This is an optimization exercise on Yosys and OpenROAD, whose aim is a short achievable clock period and few clock cycles, not a production implementation.
Only simulation tests tie the RTL to the original design; equivalence was not proved.
No driver is modelled on the clock port, so clocking that relies on it looks cheaper here than on a real chip.
No activity file was given, so power comes from the tool's default toggle rates.

old:
// core_mc
module core_mc (
  input  logic        clk,
  input  logic        reset,
  output logic        mem_req,
  output logic        mem_we,
  output logic [31:0] mem_addr,
  output logic [31:0] mem_wdata,
  input  logic [31:0] mem_rdata,
  input  logic        mem_ready,
  output logic [31:0] pc_o,
  output logic        retire,
  output logic        halted,
  input  logic [4:0]  dbg_sel,
  output logic [31:0] dbg_data
);
  function automatic logic [31:0] add32(input logic [31:0] x, input logic [31:0] y,
                                        input logic ci);
    logic [31:0] g, p, gg, pp;
    g     = x & y;
    p     = x ^ y;
    gg    = g;
    pp    = p;
    gg[0] = g[0] | (p[0] & ci);
    for (int d = 1; d < 32; d = d * 2) begin
      for (int i = 31; i >= d; i--) begin
        gg[i] = gg[i] | (pp[i] & gg[i-d]);
        pp[i] = pp[i] & pp[i-d];
      end
    end
    add32 = p ^ {gg[30:0], ci};
  endfunction
  localparam int CW = 6;     
  localparam int PW = 40;    
  logic [31:0] r_regs [1:31];
  logic [31:0] r_ir;       
  logic [31:0] r_pc;       
  logic [31:0] r_pc4;      
  logic [31:0] r_pc8;      
  logic [31:0] r_tgt;      
  logic [31:0] r_a, r_b;   
  logic [31:0] r_b2;       
  logic        r_cin;      
  logic [31:0] r_ma;       
  logic        r_mav;
  logic        r_ev;       
  logic        r_halt;
  logic        r_mem;      
  logic        r_lw, r_sw, r_jal;
  logic [3:0]  r_xg;       
  logic        r_beq, r_bne;
  logic        r_ill;      
  logic        r_jmis;     
  logic        r_bmis;     
  logic        r_pcj;      
  logic        r_spf;      
  logic        r_wra;      
  logic        r_wrl;      
  logic        r_fand, r_for, r_fxor, r_fslt;
  logic [31:0]        c_data [1<<CW];
  logic [10-CW:0]     c_tag  [1<<CW];
  logic [(1<<CW)-1:0] c_val;
  logic [31:0]        c_next;   
  logic               c_nhit;
  logic        r_fv;       
  logic [10:2] r_fa;
  logic [31:0] r_fd;
  logic [31:0] r_pf;       
  logic        r_pfw;      
  logic q_exm, q_we, q_pc, q_ma, q_pcj, q_retm, q_pfn;
  logic a_nm, a_spf, a_nmx, a_hn0, a_bmis, a_blk;
  logic [4:0] rd;
  assign rd = r_ir[11:7];
  logic [31:0] sum, alu;
  logic        slt;
  ...
For scale: about 170 I/O pins.
clock: 10.0 ns
lec_check: 0
cap_margin: 20
core_margin: 2
core_utilization: 45
place_density: 0.6
setup_slack_margin: 4.5
slew_margin: 20
standard.sh (not shown) runs the stock make flow with config.mk's settings and CLKGATE_MAP_FILE= SYNTH_SCRIPT=/design/flow/synth_recipe.tcl, a recipe that flattens the netlist after the stock synthesis.
==> flow/flow/run.sh <==
#!/bin/bash
# Own layout flow: the standard ORFS flow (standard.sh), with two changes:
#  - synthesis leaves adders to ABC instead of mapping them to full/half-adder cells
#    (ADDER_MAP_FILE empty); registers are synthesized exactly as in the standard flow;
#  - at the end of the CTS step (ORFS hook POST_CTS_TCL), flow/post_cts.tcl resizes gates
#    on the port buffers and on the worst setup paths (flow/size.tcl), runs ORFS's slew
#    and load repair, and legalizes the placement again.
# Each ORFS step writes its full log under orfs/logs/; this script's output goes to
# flow_run.log.
set -euo pipefail
here=$(pwd)
bash standard.sh finish ADDER_MAP_FILE= POST_CTS_TCL="$here/flow/post_cts.tcl" \
  > "$here/flow_run.log" 2>&1
Other scripts of this flow, unchanged in this note and not shown: flow/flow/post_cts.tcl, flow/flow/size.tcl
Testbench counts of old, summed over its fixed seeds: cycles 49,914.
Changes in new relative to old:
--- a/flow/design.v
+++ b/flow/design.v
@@ -29,12 +29,13 @@
     end
     add32 = p ^ {gg[30:0], ci};
   endfunction
   localparam int CW = 6;     
   localparam int PW = 40;    
   logic [31:0] r_regs [1:31];
+  logic [31:0] r_dbgn [1:31];   
   logic [31:0] r_ir;       
   logic [31:0] r_pc;       
   logic [31:0] r_pc4;      
   logic [31:0] r_pc8;      
   logic [31:0] r_tgt;      
   logic [31:0] r_a, r_b;   
@@ -116,18 +117,23 @@
   assign pc_o      = q_pcj ? r_tgt : r_pc;
   logic [31:0] rf [32];
   always_comb begin
     rf[0] = 32'd0;
     for (int i = 1; i < 32; i++) rf[i] = r_regs[i];
   end
+  logic [31:0] rfn [32];
   logic [31:0] dg [8];
+  logic [31:0] dbgn;
   always_comb begin
-    for (int j = 0; j < 8; j++) dg[j] = rf[4*j + dbg_sel[1:0]];
-    dbg_data = 32'd0;
-    for (int j = 0; j < 8; j++) dbg_data = dbg_data | (dg[j] & {32{dbg_sel[4:2] == 3'(j)}});
+    rfn[0] = 32'hffffffff;
+    for (int i = 1; i < 32; i++) rfn[i] = r_dbgn[i];
+    for (int j = 0; j < 8; j++) dg[j] = rfn[4*j + dbg_sel[1:0]];
+    dbgn = 32'd0;
+    for (int j = 0; j < 8; j++) dbgn = dbgn | (dg[j] & {32{dbg_sel[4:2] == 3'(j)}});
   end
+  assign dbg_data = ~dbgn;
   logic       pf_ok, pf_req, pf_done, f_done, p_cached;
   logic [8:0] pf_dist, pf_ahead;
   assign pf_dist  = r_pf[10:2] - r_pc[10:2];
   assign pf_ok    = (r_pf[31:11] == 21'd0) && (pf_dist != 9'd0) && (pf_dist <= 9'(PW));
   assign pf_req   = r_pfw | (use_c & ~stop);
   assign pf_done  = pf_req & mem_ready;
@@ -448,12 +454,16 @@
         end
       end
     end
   end
   always_ff @(posedge clk or posedge reset) begin
     if (reset) begin
-      for (int i = 1; i < 32; i++) r_regs[i] <= 32'd0;
+      for (int i = 1; i < 32; i++) begin
+        r_regs[i] <= 32'd0;
+        r_dbgn[i] <= 32'hffffffff;
+      end
     end else if (w_wr) begin
       r_regs[rd] <= wval;
+      r_dbgn[rd] <= ~wval;
     end
   end
 endmodule
- Of new and old, only new fails to finish with a clean layout.
- To summarise new: no stage aborted, but the layout did not pass its checks, failing on max-capacitance violations, max-slew violations.
- Diff old -> new | multi-input gate count | down by a few percent
- Across both runs, cell-internal power was higher for new than for old.
- Summary of the comparison: met2 demand-to-capacity share in global routing is lower in new, relative to old.
- [compare] base=old new=new: worst hold slack went down 4.8 ps; final period utilization went down 0.28 points; clock transition time at the flip-flop clock pins of the worst setup and hold paths held; setup slack of the critical path after layout went up 28 ps; sequential cell fraction of total power went up 1.4 points.
- On new: fraction of area in registers is 2.8 points higher than what old gave.
- Cmp new and old / number of vias per cell after detailed routing / lower: new
Testbench counts of new, summed over its fixed seeds: cycles 49,914.

port drivers added, routing unchanged:
Ports are ideal in the flow. The routed layouts listed here were re-timed in OpenROAD. Step 1 sets driving cells, clkbuf_16 on the clock port and buf_2 on the other inputs (assumed; they add their load-dependent delay and slew). Step 2 also shifts input and output timing later by t, the mid clock arrival at the registers, as if the neighbouring blocks saw the same clock. Three values: ideal ports, drivers, drivers and shift; two values: the first two.
run | shift t [ns] | slack for setup (ns) | worst setup path at the end | worst slew at a driven data input, ns | pins driven straight from the clock port
old | 1.141 | 4.181 / 3.818 / 3.015 | input to register | 0.44 | 1
new | 1.196 | 4.208 / 3.761 / 3.119 | input to register | 0.56 | 1
The setup slack of old, which loses most, moves by -0.363 ns with the drivers and by -1.166 ns with both steps.
